This is an optimization exercise on Yosys and OpenROAD, whose aim is small area and a short achievable clock period, not a production implementation.
Only simulation tests tie the RTL to the original design; equivalence was not proved.
No driver is modelled on the clock port, so clock power and skew are understated where the tree is cut down; a real chip needs a root buffer or a tree.

==> inputs of run a <==
==> flow/design.v (excerpt) <==
module kws_preprocess_top (
  input  logic                  hclk0,
  input  logic                  hrst_b0,
  input  logic                  hsel,
  input  logic [11:0]           haddr,
  input  logic [1:0]            htrans,
  input  logic                  hwrite,
  input  logic [31:0]           hwdata,
  input  logic                  hready_in,
  output logic [31:0]           hrdata
);
export LEC_CHECK = 0
export CAP_MARGIN = 20
export CORE_MARGIN = 2
export CORE_UTILIZATION = 60
export CTS_CLUSTER_DIAMETER = 60
export CTS_CLUSTER_SIZE = 30
export SLEW_MARGIN = 20
create_clock -name core_clock -period 10.0 [get_ports {hclk0}]
standard.sh (not shown) runs the stock make flow with config.mk's settings and CLKGATE_MAP_FILE= SYNTH_SCRIPT=/design/flow/synth_recipe.tcl, a recipe that flattens the netlist after the stock synthesis.
==> flow/flow/run.sh <==
#!/bin/bash
# Standard layout, with timing repair aimed below the clock period:
# repair_timing works on every path with less than SETUP_SLACK_MARGIN slack.
set -euo pipefail
bash standard.sh SETUP_SLACK_MARGIN=7.0 finish > standard_flow.log 2>&1
==> inputs of run b, as changes to run a <==
==> flow/flow/run.sh (replaced) <==
#!/bin/bash
# Standard layout with two changes:
#  - the clock tree is built by flow/manual_cts.tcl (sourced as the PRE_CTS_TCL
#    hook; it takes the place of TritonCTS): a balanced two-level tree of
#    clkbuf_16, four roots on the clock port, each driving the leaf buffers of
#    one quarter of the core;
#  - timing repair is aimed below the clock period: repair_timing works on
#    every path with less than SETUP_SLACK_MARGIN slack, resizing and swapping
#    gates (unbuffer,sizeup,swap,clone) rather than adding buffers.
set -euo pipefail
bash standard.sh SETUP_SLACK_MARGIN=7.25 SETUP_MOVE_SEQUENCE=unbuffer,sizeup,swap,clone PRE_CTS_TCL="$PWD/flow/manual_cts.tcl" finish > standard_flow.log 2>&1
==> flow/flow/manual_cts.tcl (new file) <==
# Hook sourced before clock_tree_synthesis (PRE_CTS_TCL): replaces TritonCTS
# with a two-level clock tree. The clock port drives NROOT root buffers (one
# per region of the core); each root drives the leaf buffers of its region,
# and each leaf buffer drives a cluster of about equal size of nearby flops.
rename clock_tree_synthesis tritoncts_clock_tree_synthesis

proc kws_split {items key n} {
  # split items ({x y ...} lists) into n groups of about equal size by key
  set s [lsort -real -index $key $items]
  set len [llength $s]
  set out {}
  for {set i 0} {$i < $n} {incr i} {
    set a [expr {($i * $len) / $n}]
    set b [expr {(($i + 1) * $len) / $n - 1}]
    lappend out [lrange $s $a $b]
  }
  return $out
}

proc kws_centroid {items} {
  set sx 0.0; set sy 0.0
  foreach it $items { set sx [expr {$sx + [lindex $it 0]}]; set sy [expr {$sy + [lindex $it 1]}] }
  set n [llength $items]
  return [list [expr {int($sx / $n)}] [expr {int($sy / $n)}]]
}

proc clock_tree_synthesis {args} {
  set rx [expr {[info exists ::env(KWS_ROOT_X)] ? $::env(KWS_ROOT_X) : 2}]
  set ry [expr {[info exists ::env(KWS_ROOT_Y)] ? $::env(KWS_ROOT_Y) : 2}]
  set lx [expr {[info exists ::env(KWS_LEAF_X)] ? $::env(KWS_LEAF_X) : 3}]
  set ly [expr {[info exists ::env(KWS_LEAF_Y)] ? $::env(KWS_LEAF_Y) : 5}]
  set root_cell [expr {[info exists ::env(KWS_ROOT_CELL)] ? $::env(KWS_ROOT_CELL) : "sky130_fd_sc_hd__clkbuf_16"}]
  set leaf_cell [expr {[info exists ::env(KWS_LEAF_CELL)] ? $::env(KWS_LEAF_CELL) : "sky130_fd_sc_hd__clkbuf_16"}]
  set db [ord::get_db]
  set block [ord::get_db_block]
  set clk [$block findNet hclk0]
  $clk setSigType CLOCK
  set rmaster [$db findMaster $root_cell]
  set lmaster [$db findMaster $leaf_cell]
  # sinks: every instance pin on the clock net
  set sinks {}
  foreach it [$clk getITerms] {
    set xy [$it getAvgXY]
    if {[lindex $xy 0] == 0} {
      set inst [$it getInst]
      set bb [$inst getBBox]
      set xy [list 1 [expr {([$bb xMin] + [$bb xMax]) / 2}] [expr {([$bb yMin] + [$bb yMax]) / 2}]]
    }
    lappend sinks [list [lindex $xy 1] [lindex $xy 2] $it]
  }
  puts "manual cts: [llength $sinks] sinks, roots ${rx}x${ry}, leaves per root ${lx}x${ly}"
  set r 0; set l 0
  foreach col [kws_split $sinks 0 $rx] {
    foreach region [kws_split $col 1 $ry] {
      set rname "clkroot_$r"
      set rnet [odb::dbNet_create $block "${rname}_net"]
      $rnet setSigType CLOCK
      set leaves {}
      foreach lcol [kws_split $region 0 $lx] {
        foreach cl [kws_split $lcol 1 $ly] {
          if {[llength $cl] == 0} continue
          set c [kws_centroid $cl]
          set lname "clkleaf_$l"
          set linst [odb::dbInst_create $block $lmaster $lname]
          $linst setLocation [lindex $c 0] [lindex $c 1]
          $linst setPlacementStatus PLACED
          set lnet [odb::dbNet_create $block "${lname}_net"]
          $lnet setSigType CLOCK
          foreach s $cl {
            set it [lindex $s 2]
            $it disconnect
            $it connect $lnet
          }
          [$linst findITerm X] connect $lnet
          [$linst findITerm A] connect $rnet
          lappend leaves [list [lindex $c 0] [lindex $c 1]]
          incr l
        }
      }
      set c [kws_centroid $leaves]
      set rinst [odb::dbInst_create $block $rmaster $rname]
      $rinst setLocation [lindex $c 0] [lindex $c 1]
      $rinst setPlacementStatus PLACED
      [$rinst findITerm X] connect $rnet
      [$rinst findITerm A] connect $clk
      incr r
    }
  }
  puts "manual cts: $r roots, $l leaves"
  global_connect
  set_propagated_clock [all_clocks]
}
Settings changed: CTS_CLUSTER_DIAMETER 60 to not set, CTS_CLUSTER_SIZE 30 to not set.
==> inputs of run c, as changes to run a <==
==> flow/flow/run.sh (replaced) <==
#!/bin/bash
# Standard layout, with timing repair aimed below the clock period:
# repair_timing works on every path with less than SETUP_SLACK_MARGIN slack.
set -euo pipefail
bash standard.sh SETUP_SLACK_MARGIN=6.75 finish > standard_flow.log 2>&1
Settings changed: CTS_CLUSTER_DIAMETER 60 to 70, CTS_CLUSTER_SIZE 30 to 35.
==> summary of the runs <==
- First-iteration DRC count: run c < run b < run a.
- Between run c and run a, the lower design area is in run c (gap about 4.4%, measured against run a).
- Between run c and run a, the lower non-clock buffer count is in run c (gap 88).
- Global-route usage: run c < run a < run b.
==> figures <==
item	run c	run b	run a
Number of clock-tree buffers in the layout	79	-	119
Final Non-Filler Cells	5255	5215	5422
Max Root-Sink Buffers	3	-	3
TritonCTS clock tree	built	-	built
Worst slack, placed	6125 ps	6117 ps	6349 ps
Final clock-cell share	4.090%	-	5.882%
DR vias/cell	6.648	6.837	6.692
Run status	finished clean	finished clean	finished clean
Largest fanout on the critical path	4	6	6
Launching element of the worst setup path	u_regs.hrdata[29]$_SDFF_PN0_	u_engine.s2_carry[13]$_DFF_P_	u_regs.hrdata[29]$_SDFF_PN0_
The clock cells of run b come from the design's own scripts or RTL, not from TritonCTS.

port drivers added, routing unchanged:
The flow's constraints put no driver on any port. The routed layouts listed below were extracted and timed again, unchanged, in two steps. Step 1, drivers: a clkbuf_16 drives hclk0 and a buf_2 each remaining input, both assumed. Step 2 also shifts input and output timing later by t, the mid clock arrival at the registers, as if the neighbouring blocks saw the same clock. a / b / c = ideal ports / drivers / drivers and shift; a / b = the first two.
run | t, ns | setup slack, ns | hold slack, ns | worst setup path at the end
run a | 0.785 | 6.682 / 6.612 / 6.538 | 0.329 / 0.329 / 0.329 | input to register
run b | 0.650 | 6.797 / 6.797 / 6.757 | 0.332 / 0.332 / 0.332 | input to register
run c | 0.745 | 6.720 / 6.651 / 6.628 | 0.330 / 0.330 / 0.330 | input to register
After both steps setup and hold are still met in every run listed. For run a, which loses most, drivers alone change the setup slack by -0.070 ns; drivers and shift together by -0.144 ns.
